Background: an optimization exercise with open tools, aiming at small area. Do not read the settings as production practice. RTL that was checked went through simulation tests only; none was proved equivalent to the original. No activity file was given, so power comes from the tool's default toggle rates.

==> job 5131 <==
## tunnel_wall_gen
module tunnel_wall_gen (
    input  logic       clock,
    input  logic       rst,
    input  logic [9:0] Pixel_row,
    input  logic [9:0] Pixel_column,
    input  logic       run,
    input  logic [1:0] speed,
    input  logic [7:0] randomized_value,
    output logic [1:0] wall,
    output logic [7:0] probe_left,
    output logic [7:0] probe_right,
    output logic       ready
);
    localparam logic [7:0] INIT_L = 8'd48;
    function automatic logic [1:0] fa(input logic a, input logic b, input logic c);
        fa = {(a & b) | (a & c) | (b & c), a ^ b ^ c};
    endfunction
    function automatic logic [3:0] pop15(input logic [15:1] x);
        logic [1:0] a0, a1, a2, a3, a4, b0, b1, c0, c1, c2, d0;
        a0 = fa(x[1], x[2], x[3]);
        a1 = fa(x[4], x[5], x[6]);
        a2 = fa(x[7], x[8], x[9]);
        a3 = fa(x[10], x[11], x[12]);
        a4 = fa(x[13], x[14], x[15]);
        b0 = fa(a0[0], a1[0], a2[0]);
        b1 = fa(a3[0], a4[0], b0[0]);
        c0 = fa(a0[1], a1[1], a2[1]);
  ...
clock: 8.0 ns
lec_check: 0
cap_margin: 20
core_margin: 2
core_utilization: 40
slew_margin: 20
run.sh (not shown) runs the stock make flow with config.mk's settings and CLKGATE_MAP_FILE= SYNTH_SCRIPT=/design/flow/synth_recipe.tcl, a recipe that flattens the netlist after the stock synthesis.
==> job 3037: changes against job 5131 <==
--- a/flow/design.v
+++ b/flow/design.v
@@ -31,34 +31,39 @@
 module tunnel_row_ram (
     input  logic        clk_i,
     input  logic        we_i,
     input  logic [2:0]  wpos_i,      
     input  logic [3:0]  wrow_i,
-    input  logic        wup_i,
-    input  logic        wdn_i,
+    input  logic        we0_i,       
+    input  logic        we1_i,       
+    input  logic [1:0]  wst0_i,      
+    input  logic [1:0]  wst1_i,
     input  logic [7:0]  wanchor_i,   
     input  logic [2:0]  rpos_i,
     output logic [7:0]  ranchor_o,
     output logic [15:1] rup_o,
     output logic [15:1] rdn_o
 );
     logic [7:0]  anchor_q [8];
     logic [15:1] up_q     [8];
     logic [15:1] dn_q     [8];
+    logic [1:0]  w_st_even, w_st_odd;
+    assign w_st_even = wrow_i[0] ? wst1_i : wst0_i;
+    assign w_st_odd  = wrow_i[0] ? wst0_i : wst1_i;
     always_ff @(posedge clk_i) begin
         for (int p = 0; p < 8; p++) begin
             anchor_q[(p + 1) % 8] <= anchor_q[p];
             up_q[(p + 1) % 8]     <= up_q[p];
             dn_q[(p + 1) % 8]     <= dn_q[p];
-            if (p % 2 == 0 && we_i && wpos_i == 3'(p)) begin
+            if (p % 4 == 0 && we_i && wpos_i == 3'(p)) begin
                 for (int i = 1; i < 16; i++) begin
-                    if (wrow_i == 4'(i)) begin
-                        up_q[(p + 1) % 8][i] <= wup_i;
-                        dn_q[(p + 1) % 8][i] <= wdn_i;
+                    if ((we0_i && wrow_i == 4'(i)) || (we1_i && wrow_i == 4'(i + 1))) begin
+                        up_q[(p + 1) % 8][i] <= (i % 2 == 1) ? w_st_odd[1] : w_st_even[1];
+                        dn_q[(p + 1) % 8][i] <= (i % 2 == 1) ? w_st_odd[0] : w_st_even[0];
                     end
                 end
-                if (wrow_i == 4'd15) begin
+                if ((we0_i && wrow_i == 4'd15) || (we1_i && wrow_i == 4'd0)) begin
                     anchor_q[(p + 1) % 8] <= wanchor_i;
                 end
             end
         end
     end
@@ -106,16 +111,20 @@
     logic [2:0] frame_cnt_q;
     logic [6:0] ptr_q;       
     logic [4:0] shr_q;       
     logic [7:0] top_l_q;     
     logic [1:0] top_st_q;    
-    logic       wpend_q;     
+    logic [1:0] prev_st_q;   
+    logic       pend0_q;     
+    logic       pend1_q;     
     logic [2:0] rot_q;       
     logic [2:0] pos_q;       
     logic [8:0] dcol_q;      
-    logic [4:0] nup_q;
-    logic [4:0] ndn_q;
+    logic [3:0] nup_q;       
+    logic [3:0] ndn_q;
+    logic [3:0] reg_st_q;    
+    logic       valid_q;
     logic [4:0] wh_q;        
     logic       probe_hit_q;
     logic [1:0] wall_q;
     logic [7:0] probe_l_q;
     logic [4:0] probe_wh_q;
@@ -139,13 +148,20 @@
             ready_q     <= 1'b0;
             gen_q       <= 1'b0;
             frame_cnt_q <= 3'd0;
             shr_q       <= 5'd0;
             top_l_q     <= INIT_L;
-            wpend_q     <= 1'b0;
+            pend0_q     <= 1'b0;
+            pend1_q     <= 1'b0;
         end else begin
-            wpend_q <= gen_q || (wpend_q && !w_wdone);
+            if (gen_q) begin
+                pend0_q <= ptr_q[3:0] != 4'd0;
+                pend1_q <= pend0_q && !w_wdone;
+            end else begin
+                pend0_q <= pend0_q && !w_wdone;
+                pend1_q <= pend1_q && !w_wdone;
+            end
             if (!ready_q) begin
                 if (ptr_q == 7'd127) begin
                     ready_q <= 1'b1;
                 end
             end else if (gen_q) begin
@@ -167,78 +183,93 @@
     always_ff @(posedge clock) begin
         ptr_q <= w_ptr_d;
         rot_q <= rot_q + 3'd1;
         pos_q <= w_ptr_d[6:4] + rot_q + 3'd1;
         if (gen_q) begin
-            top_st_q <= {w_up, w_dn};
+            top_st_q  <= {w_up, w_dn};
+            prev_st_q <= top_st_q;
         end
     end
     logic [6:0]  w_k;
     logic [7:0]  w_ccol;
     logic [3:0]  w_m;         
     logic [3:0]  w_mo;
-    logic        w_open;      
+    logic        w_wborrow;
+    logic [2:0]  w_wpos;
+    logic [7:0]  w_wanchor;
+    assign w_m       = ptr_q[3:0];
+    assign w_mo      = w_m - 4'd1;
+    assign w_wborrow = pend1_q ? (w_m <= 4'd1) : (w_m == 4'd0);
+    assign w_wpos    = pos_q - {2'b0, w_wborrow};
+    assign w_wdone   = (pend0_q || pend1_q) && (w_wpos[1:0] == 2'd0);
+    assign w_wanchor = (w_mo == 4'd0) ?
+                       top_l_q + {{7{top_st_q[1]}}, top_st_q[1] | top_st_q[0]} : top_l_q;
+    logic        w_open;
     logic        w_borrow;
     logic [3:0]  w_dist;      
     logic [3:0]  w_j;         
-    logic [2:0]  w_wpos;
     logic [7:0]  w_anchor;
     logic [15:1] w_up_bits;
     logic [15:1] w_dn_bits;
     assign w_k      = Pixel_row[8:2];
     assign w_ccol   = Pixel_column[9:2];
-    assign w_m      = ptr_q[3:0];
-    assign w_mo     = w_m - 4'd1;
     assign w_borrow = w_k[3:0] >= w_m;
-    assign w_open   = (w_k[6:4] == 3'd0) && (!w_borrow || w_m == 4'd0);
+    assign w_open   = (w_k[6:4] == 3'd0 && (w_k[3:0] <= w_mo || w_mo == 4'd0)) ||
+                      (w_mo == 4'd0 && w_k == 7'd16);
     assign w_dist   = {1'b0, w_k[6:4]} + {3'b0, w_borrow};
     assign w_j      = w_mo - w_k[3:0];
-    assign w_wpos   = pos_q - {2'b0, w_m == 4'd0};
-    assign w_wdone  = wpend_q && !w_wpos[0];
     tunnel_row_ram u_row_ram (
         .clk_i     (clock),
         .we_i      (w_wdone),
         .wpos_i    (w_wpos),
         .wrow_i    (w_mo),
-        .wup_i     (top_st_q[1]),
-        .wdn_i     (top_st_q[0]),
-        .wanchor_i (top_l_q),
+        .we0_i     (pend0_q),
+        .we1_i     (pend1_q),
+        .wst0_i    (top_st_q),
+        .wst1_i    (prev_st_q),
+        .wanchor_i (w_wanchor),
         .rpos_i    (pos_q - w_dist[2:0]),
         .ranchor_o (w_anchor),
         .rup_o     (w_up_bits),
         .rdn_o     (w_dn_bits)
     );
     logic [15:1] w_mask;
-    logic        w_top_in;
-    logic [4:0]  w_nup, w_ndn;
+    logic [3:0]  w_ub;
+    logic        w_top_in, w_prev_in;
+    assign w_ub = w_mo - 4'd1;
     always_comb begin
         for (int i = 1; i < 16; i++) begin
-            w_mask[i] = (4'(i) > w_j) && (!w_open || 4'(i) < w_mo);
-        end
-    end
-    assign w_top_in = w_open && (w_j < w_mo);
-    assign w_nup = {1'b0, pop15(w_mask & w_up_bits)} + {4'b0, w_top_in & top_st_q[1]};
-    assign w_ndn = {1'b0, pop15(w_mask & w_dn_bits)} + {4'b0, w_top_in & top_st_q[0]};
+            w_mask[i] = (4'(i) > w_j) && (!w_open || (w_k != 7'd0 && 4'(i) < w_ub));
+        end
+    end
+    assign w_top_in  = w_open && (w_k != 7'd0);
+    assign w_prev_in = w_open && (w_k[6:1] != 6'd0);
     logic [5:0]  w_row_grp;
     logic        w_valid;
     logic [4:0]  w_row_shr;
     logic [7:0]  w_base;
     assign w_row_grp = {1'b0, shr_q} - {2'b0, w_dist};
     assign w_valid   = ready_q && !w_row_grp[5];
     assign w_row_shr = (w_row_grp[4:0] > 5'd20) ? 5'd20 : w_row_grp[4:0];
     assign w_base    = !w_valid ? INIT_L : w_open ? top_l_q : w_anchor;
     always_ff @(posedge clock) begin
         dcol_q      <= {1'b0, w_ccol} - {1'b0, w_base};
-        nup_q       <= w_valid ? w_nup : 5'd0;
-        ndn_q       <= w_valid ? w_ndn : 5'd0;
+        nup_q       <= pop15(w_mask & w_up_bits);
+        ndn_q       <= pop15(w_mask & w_dn_bits);
+        reg_st_q    <= {w_top_in & top_st_q[1], w_top_in & top_st_q[0],
+                        w_prev_in & prev_st_q[1], w_prev_in & prev_st_q[0]};
+        valid_q     <= w_valid;
         wh_q        <= w_valid ? ~w_row_shr : 5'd31;
         probe_hit_q <= (Pixel_row[9:2] == 8'd110) && (w_ccol == 8'd0);
     end
     logic [8:0] w_dcol;
     logic [5:0] w_wm1;
     logic [1:0] w_code;
-    assign w_dcol = dcol_q + {4'b0, nup_q} - {4'b0, ndn_q};
+    logic [8:0] w_sum;       
+    assign w_sum  = {5'b0, nup_q} + {8'b0, reg_st_q[3]} + {8'b0, reg_st_q[1]} -
+                    {5'b0, ndn_q} - {8'b0, reg_st_q[2]} - {8'b0, reg_st_q[0]};
+    assign w_dcol = valid_q ? dcol_q + w_sum : dcol_q;
     assign w_wm1  = {wh_q, 1'b1};
     always_comb begin
         if (w_dcol == 9'd0 || w_dcol == {3'b0, w_wm1}) begin
             w_code = WALL_EDGE;
         end else if (w_dcol[8]) begin
Settings changed: ABC_AREA from default to 1.
==> run summary <==
Job 5131 produced a clean layout. Job 3037 completed with no timing, DRC or antenna violations.
Against job 5131, the worst hold slack of job 3037 is better by 0.61 ps.
Between job 3037 and job 5131, the lower clock power is in job 3037 (gap about 5%, measured against job 5131).
In job 3037 the sequential cell count is higher than in job 5131, by 6.
Between job 3037 and job 5131, the lower final area is in job 3037 (gap about 2%, measured against job 5131).
In job 5131 the wire length is smaller than in job 3037, by about 1.2%.
Critical path depth: job 5131 is lower than job 3037 (1).
Of job 5131 and job 3037, job 3037 has the higher sequential share of layout area (gap 1.4 points).
Clock skew: job 3037 is lower than job 5131 (1.4 ps).
In job 5131 the sequential power is lower than in job 3037, by about 2%.
==> figures <==
| item | job 5131 | job 3037 |
|---|---|---|
| Run status | finished clean | finished clean |
| Count of instances resized after the clock tree is built | 1 | 0 |
| Worst r2r src | ptr_q[0]$_SDFFE_PP0N_ | ptr_q[1]$_SDFFE_PP0N_ |
| Sequential cell fraction of total power | 38.9% | 34.8% |
| Effective utilization at floorplan | 40.5% | 40.5% |
| Most common cell after layout, fill and taps aside | dfxtp_1 | nand2_1 |
| Number of iterations in the first detailed-routing pass | 6 | 5 |
| Clock tree buffer count of the final layout | 55 | 57 |
| Highest routed layer | met4 | met5 |
| Worst clock skew | 13.4 ps | 12.0 ps |
| Minimum clock period | 7690 ps | 7510 ps |
| Switching pwr | 1.34 mW | 1.83 mW |
| Pleak | 8.15 nW | 9.07 nW |
| Leading power group | the clock network | sequential cells |
| Wire length reported by the detailed router | 44,400 um | 45,000 um |
| Cell depth of the worst flop-to-flop path | 23 | 28 |
| Clock-cell share of area | 7.28% | 6.99% |
| Critical Path AT | 8100 ps | 7920 ps |
| Die Y | 210 um | 210 um |
The RTL of job 3037 was laid out without a check of its function.

---

==> v15: inputs <==
==> flow/design.v <==
`default_nettype none
package tunnel_pkg;
    localparam int NUM_ROWS = 120;
    localparam int NUM_COLS = 160;
    localparam logic [1:0] WALL_GAP   = 2'b00;
    localparam logic [1:0] WALL_LEFT  = 2'b01;
    localparam logic [1:0] WALL_RIGHT = 2'b10;
    localparam logic [1:0] WALL_EDGE  = 2'b11;
    typedef enum logic [1:0] {
        ST_INIT = 2'd0,
        ST_IDLE = 2'd1,
        ST_GEN  = 2'd2
    } state_e;
    function automatic logic [1:0] wall_code(input logic [7:0] ccol,
                                             input logic [7:0] left,
                                             input logic [7:0] right);
        logic [1:0] code;
        code = WALL_GAP;
        if ((ccol == left) || (ccol == right)) begin
            code = WALL_EDGE;
        end else if (ccol < left) begin
            code = WALL_LEFT;
        end else if (ccol > right) begin
            code = WALL_RIGHT;
        end
        wall_code = code;
    endfunction
endpackage
`default_nettype wire
`default_nettype none
module tunnel_row_ram (
    input  logic        clk_i,
    input  logic        we_i,
    input  logic [2:0]  wpos_i,      
    input  logic [3:0]  wrow_i,
    input  logic        we0_i,       
    input  logic        we1_i,       
    input  logic [1:0]  wst0_i,      
    input  logic [1:0]  wst1_i,
    input  logic [7:0]  wanchor_i,   
    input  logic [2:0]  rpos_i,
    output logic [7:0]  ranchor_o,
    output logic [15:1] rup_o,
    output logic [15:1] rdn_o
);
    logic [7:0]  anchor_q [8];
    logic [15:1] up_q     [8];
    logic [15:1] dn_q     [8];
    logic [1:0]  w_st_even, w_st_odd;
    assign w_st_even = wrow_i[0] ? wst1_i : wst0_i;
    assign w_st_odd  = wrow_i[0] ? wst0_i : wst1_i;
    always_ff @(posedge clk_i) begin
        for (int p = 0; p < 8; p++) begin
            anchor_q[(p + 1) % 8] <= anchor_q[p];
            up_q[(p + 1) % 8]     <= up_q[p];
            dn_q[(p + 1) % 8]     <= dn_q[p];
            if (p % 4 == 0 && we_i && wpos_i == 3'(p)) begin
                for (int i = 1; i < 16; i++) begin
                    if ((we0_i && wrow_i == 4'(i)) || (we1_i && wrow_i == 4'(i + 1))) begin
                        up_q[(p + 1) % 8][i] <= (i % 2 == 1) ? w_st_odd[1] : w_st_even[1];
                        dn_q[(p + 1) % 8][i] <= (i % 2 == 1) ? w_st_odd[0] : w_st_even[0];
                    end
                end
                if ((we0_i && wrow_i == 4'd15) || (we1_i && wrow_i == 4'd0)) begin
                    anchor_q[(p + 1) % 8] <= wanchor_i;
                end
            end
        end
    end
    assign ranchor_o = anchor_q[rpos_i];
    assign rup_o     = up_q[rpos_i];
    assign rdn_o     = dn_q[rpos_i];
endmodule
`default_nettype wire
`default_nettype none
import tunnel_pkg::*;
module tunnel_wall_gen (
    input  logic       clock,
    input  logic       rst,
    input  logic [9:0] Pixel_row,
    input  logic [9:0] Pixel_column,
    input  logic       run,
    input  logic [1:0] speed,
    input  logic [7:0] randomized_value,
    output logic [1:0] wall,
    output logic [7:0] probe_left,
    output logic [7:0] probe_right,
    output logic       ready
);
    localparam logic [7:0] INIT_L = 8'd48;
    function automatic logic [1:0] fa(input logic a, input logic b, input logic c);
        fa = {(a & b) | (a & c) | (b & c), a ^ b ^ c};
    endfunction
    function automatic logic [3:0] pop15(input logic [15:1] x);
        logic [1:0] a0, a1, a2, a3, a4, b0, b1, c0, c1, c2, d0;
        a0 = fa(x[1], x[2], x[3]);
        a1 = fa(x[4], x[5], x[6]);
        a2 = fa(x[7], x[8], x[9]);
        a3 = fa(x[10], x[11], x[12]);
        a4 = fa(x[13], x[14], x[15]);
        b0 = fa(a0[0], a1[0], a2[0]);
        b1 = fa(a3[0], a4[0], b0[0]);
        c0 = fa(a0[1], a1[1], a2[1]);
        c1 = fa(a3[1], a4[1], b0[1]);
        c2 = fa(b1[1], c0[0], c1[0]);
        d0 = fa(c0[1], c1[1], c2[1]);
        pop15 = {d0[1], d0[0], c2[0], b1[0]};
    endfunction
    logic       ready_q;     
    logic       gen_q;       
    logic [2:0] frame_cnt_q;
    logic [6:0] ptr_q;       
    logic [4:0] shr_q;       
    logic [7:0] top_l_q;     
    logic [1:0] top_st_q;    
    logic [1:0] prev_st_q;   
    logic       pend0_q;     
    logic       pend1_q;     
    logic [2:0] rot_q;       
    logic [2:0] pos_q;       
    logic [8:0] dcol_q;      
    logic [3:0] nup_q;       
    logic [3:0] ndn_q;
    logic [3:0] reg_st_q;    
    logic       valid_q;
    logic [4:0] wh_q;        
    logic       probe_hit_q;
    logic [1:0] wall_q;
    logic [7:0] probe_l_q;
    logic [4:0] probe_wh_q;
    logic [4:0] w_shr_min;
    logic       w_up, w_dn;
    logic [7:0] w_new_l;
    assign w_shr_min = (shr_q > 5'd20) ? 5'd20 : shr_q;
    assign w_up    = (randomized_value[1:0] == 2'b11) &&
                     !(top_l_q[0] && top_l_q[7:1] == 7'd47 + {2'b0, w_shr_min});
    assign w_dn    = (randomized_value[1:0] == 2'b00) && (top_l_q != 8'd1);
    assign w_new_l = top_l_q + {{7{w_dn}}, w_up | w_dn};
    logic w_frame_end;
    logic w_step;
    logic w_wdone;
    logic [6:0] w_ptr_d;
    assign w_frame_end = (Pixel_row == 10'd479) && (Pixel_column == 10'd639);
    assign w_step      = !ready_q || gen_q;
    assign w_ptr_d     = rst ? 7'd0 : w_step ? ptr_q + 7'd1 : ptr_q;
    always_ff @(posedge clock) begin
        if (rst) begin
            ready_q     <= 1'b0;
            gen_q       <= 1'b0;
            frame_cnt_q <= 3'd0;
            shr_q       <= 5'd0;
            top_l_q     <= INIT_L;
            pend0_q     <= 1'b0;
            pend1_q     <= 1'b0;
        end else begin
            if (gen_q) begin
                pend0_q <= ptr_q[3:0] != 4'd0;
                pend1_q <= pend0_q && !w_wdone;
            end else begin
                pend0_q <= pend0_q && !w_wdone;
                pend1_q <= pend1_q && !w_wdone;
            end
            if (!ready_q) begin
                if (ptr_q == 7'd127) begin
                    ready_q <= 1'b1;
                end
            end else if (gen_q) begin
                gen_q   <= 1'b0;
                top_l_q <= w_new_l;
                if (ptr_q[3:0] == 4'd15 && shr_q != 5'd31) begin
                    shr_q <= shr_q + 5'd1;
                end
            end else if (w_frame_end && run) begin
                if (frame_cnt_q >= (3'd7 >> speed)) begin
                    frame_cnt_q <= 3'd0;
                    gen_q       <= 1'b1;
                end else begin
                    frame_cnt_q <= frame_cnt_q + 3'd1;
                end
            end
        end
    end
    always_ff @(posedge clock) begin
        ptr_q <= w_ptr_d;
        rot_q <= rot_q + 3'd1;
        pos_q <= w_ptr_d[6:4] + rot_q + 3'd1;
        if (gen_q) begin
            top_st_q  <= {w_up, w_dn};
            prev_st_q <= top_st_q;
        end
    end
    logic [6:0]  w_k;
    logic [7:0]  w_ccol;
    logic [3:0]  w_m;         
    logic [3:0]  w_mo;
    logic        w_wborrow;
    logic [2:0]  w_wpos;
    logic [7:0]  w_wanchor;
    assign w_m       = ptr_q[3:0];
    assign w_mo      = w_m - 4'd1;
    assign w_wborrow = pend1_q ? (w_m <= 4'd1) : (w_m == 4'd0);
    assign w_wpos    = pos_q - {2'b0, w_wborrow};
    assign w_wdone   = (pend0_q || pend1_q) && (w_wpos[1:0] == 2'd0);
    assign w_wanchor = (w_mo == 4'd0) ?
                       top_l_q + {{7{top_st_q[1]}}, top_st_q[1] | top_st_q[0]} : top_l_q;
    logic        w_open;
    logic        w_borrow;
    logic [3:0]  w_dist;      
    logic [3:0]  w_j;         
    logic [7:0]  w_anchor;
    logic [15:1] w_up_bits;
    logic [15:1] w_dn_bits;
    assign w_k      = Pixel_row[8:2];
    assign w_ccol   = Pixel_column[9:2];
    assign w_borrow = w_k[3:0] >= w_m;
    assign w_open   = (w_k[6:4] == 3'd0 && (w_k[3:0] <= w_mo || w_mo == 4'd0)) ||
                      (w_mo == 4'd0 && w_k == 7'd16);
    assign w_dist   = {1'b0, w_k[6:4]} + {3'b0, w_borrow};
    assign w_j      = w_mo - w_k[3:0];
    tunnel_row_ram u_row_ram (
        .clk_i     (clock),
        .we_i      (w_wdone),
        .wpos_i    (w_wpos),
        .wrow_i    (w_mo),
        .we0_i     (pend0_q),
        .we1_i     (pend1_q),
        .wst0_i    (top_st_q),
        .wst1_i    (prev_st_q),
        .wanchor_i (w_wanchor),
        .rpos_i    (pos_q - w_dist[2:0]),
        .ranchor_o (w_anchor),
        .rup_o     (w_up_bits),
        .rdn_o     (w_dn_bits)
    );
    logic [15:1] w_mask;
    logic [3:0]  w_ub;
    logic        w_top_in, w_prev_in;
    assign w_ub = w_mo - 4'd1;
    logic [15:0] w_gt_j, w_lt_ub;
    assign w_gt_j  = 16'hfffe << w_j;
    assign w_lt_ub = ~(16'hffff << w_ub);
    assign w_mask  = w_gt_j[15:1] & (w_lt_ub[15:1] | {15{!w_open}}) &
                     ({15{w_k != 7'd0}} | {15{!w_open}});
    assign w_top_in  = w_open && (w_k != 7'd0);
    assign w_prev_in = w_open && (w_k[6:1] != 6'd0);
    logic [5:0]  w_row_grp;
    logic        w_valid;
    logic [4:0]  w_row_shr;
    logic [7:0]  w_base;
    assign w_row_grp = {1'b0, shr_q} - {2'b0, w_dist};
    assign w_valid   = ready_q && !w_row_grp[5];
    assign w_row_shr = (w_row_grp[4:0] > 5'd20) ? 5'd20 : w_row_grp[4:0];
    assign w_base    = !w_valid ? INIT_L : w_open ? top_l_q : w_anchor;
    always_ff @(posedge clock) begin
        dcol_q      <= {1'b0, w_ccol} - {1'b0, w_base};
        nup_q       <= pop15(w_mask & w_up_bits);
        ndn_q       <= pop15(w_mask & w_dn_bits);
        reg_st_q    <= {w_top_in & top_st_q[1], w_top_in & top_st_q[0],
                        w_prev_in & prev_st_q[1], w_prev_in & prev_st_q[0]};
        valid_q     <= w_valid;
        wh_q        <= w_valid ? ~w_row_shr : 5'd31;
        probe_hit_q <= (Pixel_row[9:2] == 8'd110) && (w_ccol == 8'd0);
    end
    logic [8:0] w_dcol;
    logic [5:0] w_wm1;
    logic [1:0] w_code;
    logic [4:0] w_nup, w_ndn;
    logic [5:0] w_sum;       
    assign w_nup  = {1'b0, nup_q} + {4'b0, reg_st_q[3]} + {4'b0, reg_st_q[1]};
    assign w_ndn  = {1'b0, ndn_q} + {4'b0, reg_st_q[2]} + {4'b0, reg_st_q[0]};
    assign w_sum  = {1'b0, w_nup} - {1'b0, w_ndn};
    assign w_dcol = valid_q ? dcol_q + {{3{w_sum[5]}}, w_sum} : dcol_q;
    assign w_wm1  = {wh_q, 1'b1};
    always_comb begin
        if (w_dcol == 9'd0 || w_dcol == {3'b0, w_wm1}) begin
            w_code = WALL_EDGE;
        end else if (w_dcol[8]) begin
            w_code = WALL_LEFT;
        end else if (w_dcol > {3'b0, w_wm1}) begin
            w_code = WALL_RIGHT;
        end else begin
            w_code = WALL_GAP;
        end
    end
    always_ff @(posedge clock) begin
        if (rst) begin
            wall_q     <= WALL_GAP;
            probe_l_q  <= INIT_L;
            probe_wh_q <= 5'd31;
        end else begin
            wall_q <= ready_q ? w_code : WALL_GAP;
            if (ready_q && probe_hit_q) begin
                probe_l_q  <= 8'd0 - w_dcol[7:0];
                probe_wh_q <= wh_q;
            end
        end
    end
    assign wall        = wall_q;
    assign probe_left  = probe_l_q;
    assign probe_right = probe_l_q + {2'b0, probe_wh_q, 1'b1};
    assign ready       = ready_q;
endmodule
`default_nettype wire
==> flow/run.sh <==
#!/bin/bash
# synth_recipe.tcl (not shown) runs the flow's synth.tcl, then flattens the netlist and writes it again
# the make line also repeats each setting of config.mk as NAME=value (left out here)
make -C /OpenROAD-flow-scripts/flow DESIGN_CONFIG=/design/flow/config.mk WORK_HOME=/design/flow/orfs CLKGATE_MAP_FILE= SYNTH_SCRIPT=/design/flow/synth_recipe.tcl finish
==> flow/config.mk <==
export PLATFORM = sky130hd
export DESIGN_NAME = tunnel_wall_gen
export DESIGN_NICKNAME = tunnel_wall_gen
export VERILOG_FILES = /design/flow/design.v
export SDC_FILE = /design/flow/constraint.sdc
export NUM_CORES = 4
export LEC_CHECK = 0
export CAP_MARGIN = 20
export CORE_MARGIN = 2
export CORE_UTILIZATION = 40
export CTS_BUF_LIST = sky130_fd_sc_hd__clkbuf_4
export SLEW_MARGIN = 20
==> flow/constraint.sdc <==
create_clock -name core_clock -period 8.0 [get_ports {clock}]
set_input_delay 1.6000 -clock core_clock [delete_from_list [all_inputs] [get_ports {clock}]]
set_output_delay 1.6000 -clock core_clock [all_outputs]
set_load 0.01 [all_outputs]
==> inputs of v9, as changes to v15 <==
--- a/flow/design.v
+++ b/flow/design.v
@@ -237,9 +237,9 @@
     logic        w_top_in, w_prev_in;
     assign w_ub = w_mo - 4'd1;
-    logic [15:0] w_gt_j, w_lt_ub;
-    assign w_gt_j  = 16'hfffe << w_j;
-    assign w_lt_ub = ~(16'hffff << w_ub);
-    assign w_mask  = w_gt_j[15:1] & (w_lt_ub[15:1] | {15{!w_open}}) &
-                     ({15{w_k != 7'd0}} | {15{!w_open}});
+    always_comb begin
+        for (int i = 1; i < 16; i++) begin
+            w_mask[i] = (4'(i) > w_j) && (!w_open || (w_k != 7'd0 && 4'(i) < w_ub));
+        end
+    end
     assign w_top_in  = w_open && (w_k != 7'd0);
     assign w_prev_in = w_open && (w_k[6:1] != 6'd0);
@@ -265,10 +265,8 @@
     logic [5:0] w_wm1;
     logic [1:0] w_code;
-    logic [4:0] w_nup, w_ndn;
-    logic [5:0] w_sum;       
-    assign w_nup  = {1'b0, nup_q} + {4'b0, reg_st_q[3]} + {4'b0, reg_st_q[1]};
-    assign w_ndn  = {1'b0, ndn_q} + {4'b0, reg_st_q[2]} + {4'b0, reg_st_q[0]};
-    assign w_sum  = {1'b0, w_nup} - {1'b0, w_ndn};
-    assign w_dcol = valid_q ? dcol_q + {{3{w_sum[5]}}, w_sum} : dcol_q;
+    logic [8:0] w_sum;       
+    assign w_sum  = {5'b0, nup_q} + {8'b0, reg_st_q[3]} + {8'b0, reg_st_q[1]} -
+                    {5'b0, ndn_q} - {8'b0, reg_st_q[2]} - {8'b0, reg_st_q[0]};
+    assign w_dcol = valid_q ? dcol_q + w_sum : dcol_q;
     assign w_wm1  = {wh_q, 1'b1};
     always_comb begin
Settings changed: CTS_BUF_LIST sky130_fd_sc_hd__clkbuf_4 to default.
==> summary.txt <==
Critical path
  • Worst r2r src: ptr_q[1]$_SDFFE_PP0N_
  • R2r setup slk: 1.34 ns

Placement
  • Dpl hpwl: 30700 um

Power and ir drop
  • Leakage: 8.10 nW
  • Logic gate share of total power: 35.0%

Drt
  • Final wirelength: 42400 um
  • Wl on met1: 20500 um

Global route
  • GR Util All Layers: 19.2%
  • Met1 Track Usage GR: 26.7%

Status
  • Run status: timing/DRC/antenna clean

STA
  • Measured slew at the worst slew-check pin: 1.10 ns

CTS
  • # H-tree levels: 2

Floorplan
  • Die height: 210 um

Cells and area
  • Number of antenna diodes: 0
  • Buffering overhead: 5.09%

Synthesis
  • Synth Area in Simple Gates: 12.8%
the above is filed under v9

==> summary.txt <==
Cells and area
  • Buffering overhead: 5.22%
  • Number of antenna diodes: 1
  • Sequential share of cell area: 40.2%

Synthesis
  • Synth Area in Simple Gates: 13.0%
  • Sequential element share of the synthesized area: 46.4%

Status
  • Run status: timing/DRC/antenna clean

CTS
  • # H-tree levels: 3

Drt
  • Final wirelength: 41700 um

STA
  • Final setup violation count: 0
  • Measured slew at the worst slew-check pin: 1.09 ns

Placement
  • Dpl hpwl: 29500 um

Floorplan
  • Die height: 208 um

Critical path
  • Worst r2r src: ptr_q[0]$_SDFFE_PP0N_

Power and ir drop
  • Logic gate share of total power: 30.5%

Global route
  • GR Util All Layers: 19.1%
the above is filed under v15

No run of this note included a check of the RTL's function; only the layout flow was run.

==> port drivers added, routing unchanged <==
The flow's constraints put no driver on any port. The routed layouts listed below were extracted and timed again, unchanged, in two steps.
Step 1 assumes that a clkbuf_16 drives the clock port and a buf_2 every other input.
Step 2 times the ports against the registers' clock, not the clock port: input delays grow and output delays shrink by t, the midpoint of the rising clock arrivals with the driver on.
Three values: ideal, step 1, step 2; two values: the first two.
run	shift t [ns]	slack for setup (ns)	worst setup path at the end	slew at the worst register clock pin (ns)	worst slew at a driven data input, ns
job 5131	0.591	0.306 / 0.327 / -0.264	input to register	0.06 / 0.06	0.04
job 3037	0.587	0.493 / 0.523 / -0.064	input to register	0.07 / 0.07	0.06
v15	0.829	0.695 / 0.713 / -0.116	input to register	0.07 / 0.07	0.04
v9	0.585	0.292 / 0.320 / -0.265	input to register	0.06 / 0.06	0.04
With both steps, setup timing fails in every run listed, where it was met with ideal ports. The setup slack of v15, which loses most, moves by +0.018 ns with the drivers and by -0.811 ns with both steps.
